What follows belongs to an exercise in optimizing a design on an open flow for small area, a short achievable clock period and few clock cycles; a production flow would make more cautious choices. RTL that was checked went through simulation tests only; none was proved equivalent to the original. No activity file was given, so power comes from the tool's default toggle rates.

==> flow/design.v <==
`timescale 1ns/1ps
module cpuCore (
  input  logic        CLK,
  input  logic        RST,
  input  logic        en,
  input  logic        start,
  output logic [7:0]  instAddr,
  input  logic [15:0] inst,
  output logic [7:0]  dataAddr,
  output logic        dataWe,
  output logic [15:0] dataOut,
  input  logic [15:0] dataIn,
  output logic        running
);
  localparam logic [4:0] OP_HALT = 5'b00001, OP_LOAD = 5'b00010, OP_STORE = 5'b00011,
    OP_ADD = 5'b10000, OP_ADDI = 5'b10001, OP_SUB = 5'b10011, OP_SUBI = 5'b10100,
    OP_INC = 5'b10110, OP_LDIL = 5'b10111, OP_LDIH = 5'b11000, OP_XOR = 5'b11001,
    OP_AND = 5'b11010, OP_OR = 5'b11011;
  logic        runQ, haltedQ, resumed;
  logic [7:0]  pc;
  logic [15:0] regs [8];
  logic [7:0]  valid;   
  logic [15:0] opA, opB;
  logic [2:0]  eDest;
  logic [3:0]  eOff;
  logic        eWrites, eHalt, eStore, eInvB, eCin, eSra;
  logic        eSelSum, eSelLog, eSelShl, eSelShr, eSelLoad;
  logic [3:0]  eTt, fTt;
  logic [15:0] logicOut;
  logic [15:0] sum, shIn, shl, shr, res, addB, pg, gg, pp;
  logic [4:0]  addrLo;
  logic [3:0]  addrHiInc;
  logic [4:0]  fOp;
  logic [7:0]  fImm;
  logic [15:0] rA, rB, vA, nB, immValA, immValB;
  logic        fwdOn, fwdA, fwdB, immA, immB, bUsesD, fWrites;
  assign instAddr = pc;
  assign fOp  = inst[15:11];
  assign fImm = inst[7:0];
  assign bUsesD = (fOp == OP_STORE) || (fOp == OP_ADDI) || (fOp == OP_SUBI);
  assign immA   = (fOp == OP_ADDI) || (fOp == OP_SUBI);
  assign immValA = (fOp == OP_SUBI) ? {8'hFF, ~fImm} : {8'h00, fImm};
  always_comb begin
    case (fOp)
      OP_LDIL: begin immB = 1'b1; immValB = {8'h00, fImm}; end
      OP_LDIH: begin immB = 1'b1; immValB = {fImm, 8'h00}; end
      OP_INC:  begin immB = 1'b1; immValB = 16'd1; end
      default: begin immB = 1'b0; immValB = 16'd0; end
    endcase
  end
  assign fwdOn = runQ && eWrites;
  assign fwdA  = fwdOn && eDest == inst[6:4] && !immA;
  assign fwdB  = fwdOn && (bUsesD ? eDest == inst[10:8] : eDest == inst[2:0]) && !immB;
  always_comb begin
    rA = '0;
    rB = '0;
    for (int i = 0; i < 8; i++) begin
      rA = rA | ({16{valid[i] && inst[6:4] == 3'(i) && !fwdA && !immA}} & regs[i]);
      rB = rB | ({16{valid[i] && (bUsesD ? inst[10:8] == 3'(i) : inst[2:0] == 3'(i)) &&
                     !fwdB && !immB}} & regs[i]);
    end
  end
  assign vA = rA | ({16{immA}} & immValA) | ({16{fwdA}} & res);
  assign nB = rB | immValB | ({16{fwdB}} & res);
  always_comb begin
    case (fOp)
      OP_XOR:  fTt = 4'b0110;
      OP_AND:  fTt = 4'b1000;
      OP_OR:   fTt = 4'b1110;
      default: fTt = 4'b1010;
    endcase
  end
  assign fWrites = (fOp == OP_LOAD) || (fOp[4] && fOp != 5'b10010 && fOp != 5'b10101);
  always_ff @(posedge CLK) begin
    opA      <= vA;
    opB      <= nB;
    eDest    <= inst[10:8];
    eOff     <= inst[3:0];
    eWrites  <= fWrites;
    eHalt    <= (fOp == OP_HALT);
    eStore   <= (fOp == OP_STORE);
    eInvB    <= (fOp == OP_SUB);
    eCin     <= (fOp == OP_SUB) || (fOp == OP_SUBI);
    eSra     <= fOp[0] && fOp[4:1] == 4'b1111;
    eSelSum  <= (fOp == OP_ADD) || (fOp == OP_ADDI) || (fOp == OP_SUB) ||
                (fOp == OP_SUBI) || (fOp == OP_INC);
    eSelLog  <= (fOp == OP_XOR) || (fOp == OP_AND) || (fOp == OP_OR) ||
                (fOp == OP_LDIL) || (fOp == OP_LDIH);
    eTt      <= fTt;
    eSelShl  <= (fOp[4:1] == 4'b1110);
    eSelShr  <= (fOp[4:1] == 4'b1111);
    eSelLoad <= (fOp == OP_LOAD);
  end
  always_comb begin
    addB = opB ^ {16{eInvB}};
    pg = opA ^ addB;
    gg = opA & addB;
    gg[0] = gg[0] | (pg[0] & eCin);
    pp = pg;
    for (int l = 0; l < 4; l++) begin
      for (int i = 0; i < 16; i++) begin
        if (i[l]) begin
          gg[i] = gg[i] | (pp[i] & gg[((i >> l) << l) - 1]);
          pp[i] = pp[i] & pp[((i >> l) << l) - 1];
        end
      end
    end
    sum = pg ^ {gg[14:0], eCin};
  end
  always_comb begin
    for (int i = 0; i < 16; i++) begin
      shIn[i] = eSelShl ? opA[15-i] : opA[i];
    end
    shr = 16'($signed({eSra & opA[15], shIn}) >>> opB[3:0]);
    for (int i = 0; i < 16; i++) begin
      shl[i] = shr[15-i];
    end
  end
  always_comb begin
    for (int i = 0; i < 16; i++) begin
      logicOut[i] = eTt[{opA[i], opB[i]}];
    end
  end
  assign res = ({16{eSelSum}}  & sum) |
               ({16{eSelLog}}  & logicOut) |
               ({16{eSelShl}}  & shl) |
               ({16{eSelShr}}  & shr) |
               ({16{eSelLoad}} & dataIn);
  always_ff @(posedge CLK) begin
    if (runQ && eWrites) begin
      regs[eDest] <= res;
    end
  end
  always_ff @(posedge CLK or posedge RST) begin
    if (RST) begin
      valid <= '0;
    end else if (runQ && eWrites) begin
      valid[eDest] <= 1'b1;
    end
  end
  assign addrLo   = {1'b0, opA[3:0]} + {1'b0, eOff};
  assign addrHiInc = opA[7:4] + 4'd1;
  assign dataAddr = {addrLo[4] ? addrHiInc : opA[7:4], addrLo[3:0]};
  assign dataOut  = opB;
  assign dataWe   = runQ && eStore;
  assign running = runQ && !(eHalt && !resumed);
  always_ff @(posedge CLK or posedge RST) begin
    if (RST) begin
      runQ    <= 1'b0;
      haltedQ <= 1'b0;
      resumed <= 1'b0;
      pc      <= '0;
    end else begin
      resumed <= 1'b0;
      if (runQ) begin
        if (eHalt) begin
          runQ    <= 1'b0;
          haltedQ <= 1'b1;
        end else if (!en) begin
          runQ <= 1'b0;   
        end else begin
          pc <= pc + 8'd1;
        end
      end else if (en && start && !haltedQ) begin
        runQ    <= 1'b1;
        resumed <= 1'b1;
        pc      <= pc + 8'd1;
      end
    end
  end
endmodule
Settings: LEC_CHECK=0, CAP_MARGIN=20, CORE_AREA=5.06 5.44 215.41 214.88, DIE_AREA=0 0 220.41 220.32, SETUP_SLACK_MARGIN=2.0, SLEW_MARGIN=20, TNS_END_PERCENT=5; clock period 5.0 ns.
standard.sh (not shown) runs the stock make flow with config.mk's settings and CLKGATE_MAP_FILE= SYNTH_SCRIPT=/design/flow/synth_recipe.tcl, a recipe that flattens the netlist after the stock synthesis.
==> flow/flow/run.sh <==
#!/bin/bash
# Standard layout with two changes: port buffers are sky130_fd_sc_hd__buf_4
# instead of the delay buffer buffer_ports picks by default, and adders are
# left to ABC instead of being mapped to ripple chains of fa/ha cells.
set -euo pipefail
export BUFFER_PORTS_ARGS="-buffer_cell sky130_fd_sc_hd__buf_4"
export ADDER_MAP_FILE=
bash standard.sh > standard.log 2>&1
The first run completed with no timing, DRC or antenna violations.
Rerun with:
==> flow/run.sh (new file) <==
#!/bin/bash
# synth_recipe.tcl (not shown) runs the flow's synth.tcl, then flattens the netlist and writes it again
# the make line also repeats each setting of config.mk as NAME=value (left out here)
make -C /OpenROAD-flow-scripts/flow DESIGN_CONFIG=/design/flow/config.mk WORK_HOME=/design/flow/orfs CLKGATE_MAP_FILE= SYNTH_SCRIPT=/design/flow/synth_recipe.tcl finish
removed: flow/flow/run.sh
removed: flow/standard.sh
=>
- The changed run finished clean
- design area came out higher by a few percent
- wire length rises by a few percent
- power increases by a few percent
No functional check of the RTL was part of any run of this note.

========
cpuCore, a different RTL version from the one above (not shown whole).
Size: about 1,000 cells after synthesis, roughly 200 flip-flops, roughly 70 I/O pins, ~11,000 µm² of cells after synthesis.
export LEC_CHECK = 0
export CAP_MARGIN = 20
export CORE_AREA = 5.06 5.44 215.41 214.88
export CTS_BUF_LIST = sky130_fd_sc_hd__clkbuf_4 sky130_fd_sc_hd__clkbuf_8
export DIE_AREA = 0 0 220.41 220.32
export GPL_ROUTABILITY_DRIVEN = 0
export SETUP_SLACK_MARGIN = 2.0
export SLEW_MARGIN = 20
export TNS_END_PERCENT = 20
create_clock -name core_clock -period 5.0 [get_ports {CLK}]
==> flow/flow/run.sh <==
#!/bin/bash
# Standard layout, with the port buffers made of sky130_fd_sc_hd__buf_1
# instead of the delay buffer buffer_ports picks by default.
set -euo pipefail
export BUFFER_PORTS_ARGS="-buffer_cell sky130_fd_sc_hd__buf_1"
bash standard.sh > standard.log 2>&1
The first run went through all stages and came out clean.
Testbench counts at the start, summed over its fixed seeds: cycles 9,192.
Rerun with:
- CORE_AREA: 5.06 5.44 215.41 214.88 -> unset
- CORE_MARGIN: unset -> 2
- CORE_UTILIZATION: unset -> 50
- DIE_AREA: 0 0 220.41 220.32 -> unset
- GPL_ROUTABILITY_DRIVEN: 0 -> unset
Clock power came out lower by a little under a tenth.
Via count came out lower slightly.
Count of clock-buffer cells in the layout stays the same.
Routed wire length is lower by a few percent.
Area after synthesis is unchanged.
Clock skew stays flat.
Final area goes down by a few percent.

========
cpuCore, a different RTL version from the one above (not shown whole).
For scale: about 200 flip-flops, about 70 I/O pins, roughly 12,000 um^2 of cells after synthesis.
clock: 5.0 ns
lec_check: 0
cap_margin: 20
core_area: 5.06 5.44 215.41 214.88
die_area: 0 0 220.41 220.32
setup_slack_margin: 2.5
slew_margin: 20
==> flow/flow/run.sh <==
#!/bin/bash
# Standard layout, with the port buffers made of sky130_fd_sc_hd__buf_2
# instead of the delay buffer buffer_ports picks by default.
set -euo pipefail
export BUFFER_PORTS_ARGS="-buffer_cell sky130_fd_sc_hd__buf_2"
bash standard.sh > standard.log 2>&1
The starting point passed the timing, design-rule and antenna checks.
Testbench counts at the start, summed over its fixed seeds: cycles 9,192.
Edit:
==> flow/run.sh (new file) <==
#!/bin/bash
# synth_recipe.tcl (not shown) runs the flow's synth.tcl, then flattens the netlist and writes it again
# the make line also repeats each setting of config.mk as NAME=value (left out here)
make -C /OpenROAD-flow-scripts/flow DESIGN_CONFIG=/design/flow/config.mk WORK_HOME=/design/flow/orfs CLKGATE_MAP_FILE= SYNTH_SCRIPT=/design/flow/synth_recipe.tcl finish
- SETUP_SLACK_MARGIN: 2.5 -> 2.0
- TNS_END_PERCENT: default -> 5
removed: flow/flow/run.sh
removed: flow/standard.sh
What happened:
- The changed run went through all stages and came out clean
- total power goes down by 9.1%
- synthesized area is unchanged
- combinational power falls by 25%
- clock power grows by about 4%
- via count fell by 11%
Edit:
- TNS_END_PERCENT: 5 -> default
The changed run finished with timing, DRC and antenna clean.
Cell area climbs by about 3%.
Routed wire length climbs by 0.86%.
Via count climbs by about 1.3%.
Edit:
- SETUP_SLACK_MARGIN: 2.0 -> 2.5
Effect:
- power rises by 8.9%
- clock-buffer cell count does not change
- synthesized area does not change
- wire length goes up by 14%
- global-route usage climbs by 1.8 points
- core utilization climbs by 4.2 points
- worst hold slack is better by 4.0 ps
- design area rises by 13%

========
## the previous run
cpuCore, a different RTL version from the one above (not shown whole).
Size: about 200 flip-flops, roughly 70 I/O pins, about 11000 um2 of cells after synthesis.
## cpuCore
module cpuCore (
  input  logic        CLK,
  input  logic        RST,
  input  logic        en,
  input  logic        start,
  output logic [7:0]  instAddr,
  input  logic [15:0] inst,
  output logic [7:0]  dataAddr,
  output logic        dataWe,
  output logic [15:0] dataOut,
  input  logic [15:0] dataIn,
  output logic        running
);
  localparam logic [4:0] OP_HALT = 5'b00001, OP_LOAD = 5'b00010, OP_STORE = 5'b00011,
    OP_ADD = 5'b10000, OP_ADDI = 5'b10001, OP_SUB = 5'b10011, OP_SUBI = 5'b10100,
    OP_INC = 5'b10110, OP_LDIL = 5'b10111, OP_LDIH = 5'b11000, OP_XOR = 5'b11001,
    OP_AND = 5'b11010, OP_OR = 5'b11011;
  logic        runQ, haltedQ, resumed;
  logic [7:0]  pc;
  logic [15:0] regs [8];
  logic [7:0]  valid;   
  logic [15:0] opA, opB;
  logic [2:0]  eDest;
  logic [3:0]  eOff;
  logic        eWrites, eHalt, eStore, eInvB, eCin, eSra;
  logic        eSelSum, eSelLog, eSelShl, eSelShr, eSelLoad;
  logic [3:0]  eTt, fTt;
  logic [15:0] logicOut;
  logic [15:0] sum, shIn, shl, shr, res;
  logic [4:0]  fOp;
  logic [7:0]  fImm;
  logic [15:0] rA, rB, vA, nB, immValA, immValB;
  logic        fwdOn, fwdA, fwdB, immA, immB, bUsesD, fWrites;
  assign instAddr = pc;
  assign fOp  = inst[15:11];
  assign fImm = inst[7:0];
  assign bUsesD = (fOp == OP_STORE) || (fOp == OP_ADDI) || (fOp == OP_SUBI);
  assign immA   = (fOp == OP_ADDI) || (fOp == OP_SUBI);
  assign immValA = (fOp == OP_SUBI) ? {8'hFF, ~fImm} : {8'h00, fImm};
  always_comb begin
    case (fOp)
      OP_LDIL: begin immB = 1'b1; immValB = {8'h00, fImm}; end
      OP_LDIH: begin immB = 1'b1; immValB = {fImm, 8'h00}; end
  ...
clock: 5.0 ns
lec_check: 0
cap_margin: 20
core_area: 5.06 5.44 215.41 214.88
die_area: 0 0 220.41 220.32
setup_slack_margin: 2.0
slew_margin: 20
tns_end_percent: 5
run.sh (not shown) runs the stock make flow with config.mk's settings and CLKGATE_MAP_FILE= SYNTH_SCRIPT=/design/flow/synth_recipe.tcl, a recipe that flattens the netlist after the stock synthesis.
Stock flow here: none of the scripts above is used.
Inputs modified between the previous run and the current run:
==> flow/flow/run.sh (new file) <==
#!/bin/bash
# Standard layout with two changes: port buffers are sky130_fd_sc_hd__buf_4
# instead of the delay buffer buffer_ports picks by default, and adders are
# left to ABC instead of being mapped to ripple chains of fa/ha cells.
set -euo pipefail
export BUFFER_PORTS_ARGS="-buffer_cell sky130_fd_sc_hd__buf_4"
export ADDER_MAP_FILE=
bash standard.sh > standard.log 2>&1
==> flow/standard.sh (new file) <==
#!/bin/bash
# synth_recipe.tcl (not shown) runs the flow's synth.tcl, then flattens the netlist and writes it again
# the make line also repeats each setting of config.mk as NAME=value (left out here)
make -C /OpenROAD-flow-scripts/flow DESIGN_CONFIG=/design/flow/config.mk WORK_HOME=/design/flow/orfs CLKGATE_MAP_FILE= SYNTH_SCRIPT=/design/flow/synth_recipe.tcl "${@:-finish}"
removed: flow/run.sh
- Comparing the previous run and the current run, the higher area taken by multi-input logic gates is on the current run.
- Total power of the current run is lower than that of the previous run.
- Worst endpoint data arrival time sits lower in the current run than in the previous run.
- Compared with the previous run, the current run shows portion of the clock cycle consumed by the worst path in the final layout higher by 1.1 points.
- Wire length (higher): the previous run
- The power dissipated in combinational cells on the current run is in line with that on the previous run.
- As of the current run, number of nets in the final layout had risen by a few percent compared to the previous run.
- As of the current run, synthesized cell count had risen by more than 10% compared to the previous run.
- Of the two values seen for endpoint of the worst setup timing path, opA[13] was produced by the current run and opB[11] by the previous run.
No run of this note included a check of the RTL's function; only the layout flow was run.

==> what the ideal ports hide <==
Ports are ideal in the flow. The routed layouts listed here were re-timed in OpenROAD.
Step 1 (the two cells are an assumption about what drives the block):
set clk [get_ports {CLK}]
set_driving_cell -lib_cell sky130_fd_sc_hd__clkbuf_16 $clk
set_driving_cell -lib_cell sky130_fd_sc_hd__buf_2 [delete_from_list [all_inputs] $clk]
Step 2 adds t to the input delays and takes it off the output delays; t is the mean of the earliest and latest rising clock arrival at the registers after step 1. Input paths then give back, and output paths get back, about the clock's delay inside the block.
Three values: no drivers, after step 1, after step 2; two values: the first two.
run | shift t [ns] | setup WS [ns] | hold slack, ns | worst register clock-pin slew, ns | worst data-port slew with drivers (ns)
the first run of note 1 | 0.497 | 1.691 / 1.679 / 1.216 | 0.471 / 0.471 / 0.471 | 0.08 / 0.08 | 0.07
the second run of note 1 | 0.490 | 1.540 / 1.540 / 1.244 | 0.464 / 0.464 / 0.464 | 0.09 / 0.09 | 0.08
the first run of note 2 | 0.523 | 1.743 / 1.743 / 1.423 | 0.472 / 0.472 / 0.472 | 0.11 / 0.11 | 0.04
the second run of note 2 | 0.509 | 1.846 / 1.846 / 1.476 | 0.459 / 0.459 / 0.459 | 0.11 / 0.11 | 0.04
the first run of note 3 | 0.485 | 1.933 / 1.881 / 1.555 | 0.456 / 0.456 / 0.456 | 0.08 / 0.08 | 0.09
the second run of note 3 | 0.480 | 1.847 / 1.793 / 1.483 | 0.452 / 0.452 / 0.452 | 0.08 / 0.08 | 0.06
the third run of note 3 | 0.491 | 1.925 / 1.872 / 1.461 | 0.457 / 0.457 / 0.457 | 0.08 / 0.08 | 0.07
the fourth run of note 3 | 0.491 | 1.912 / 1.860 / 1.537 | 0.461 / 0.461 / 0.461 | 0.09 / 0.09 | 0.07
the previous run | 0.492 | 1.875 / 1.864 / 1.407 | 0.467 / 0.467 / 0.467 | 0.08 / 0.08 | 0.06
the current run | 0.486 | 1.819 / 1.819 / 1.353 | 0.462 / 0.462 / 0.462 | 0.08 / 0.08 | 0.07
After both steps every run listed still meets setup and hold. The setup slack of the first run of note 1, which loses most, moves by -0.012 ns with the drivers and by -0.475 ns with both steps.
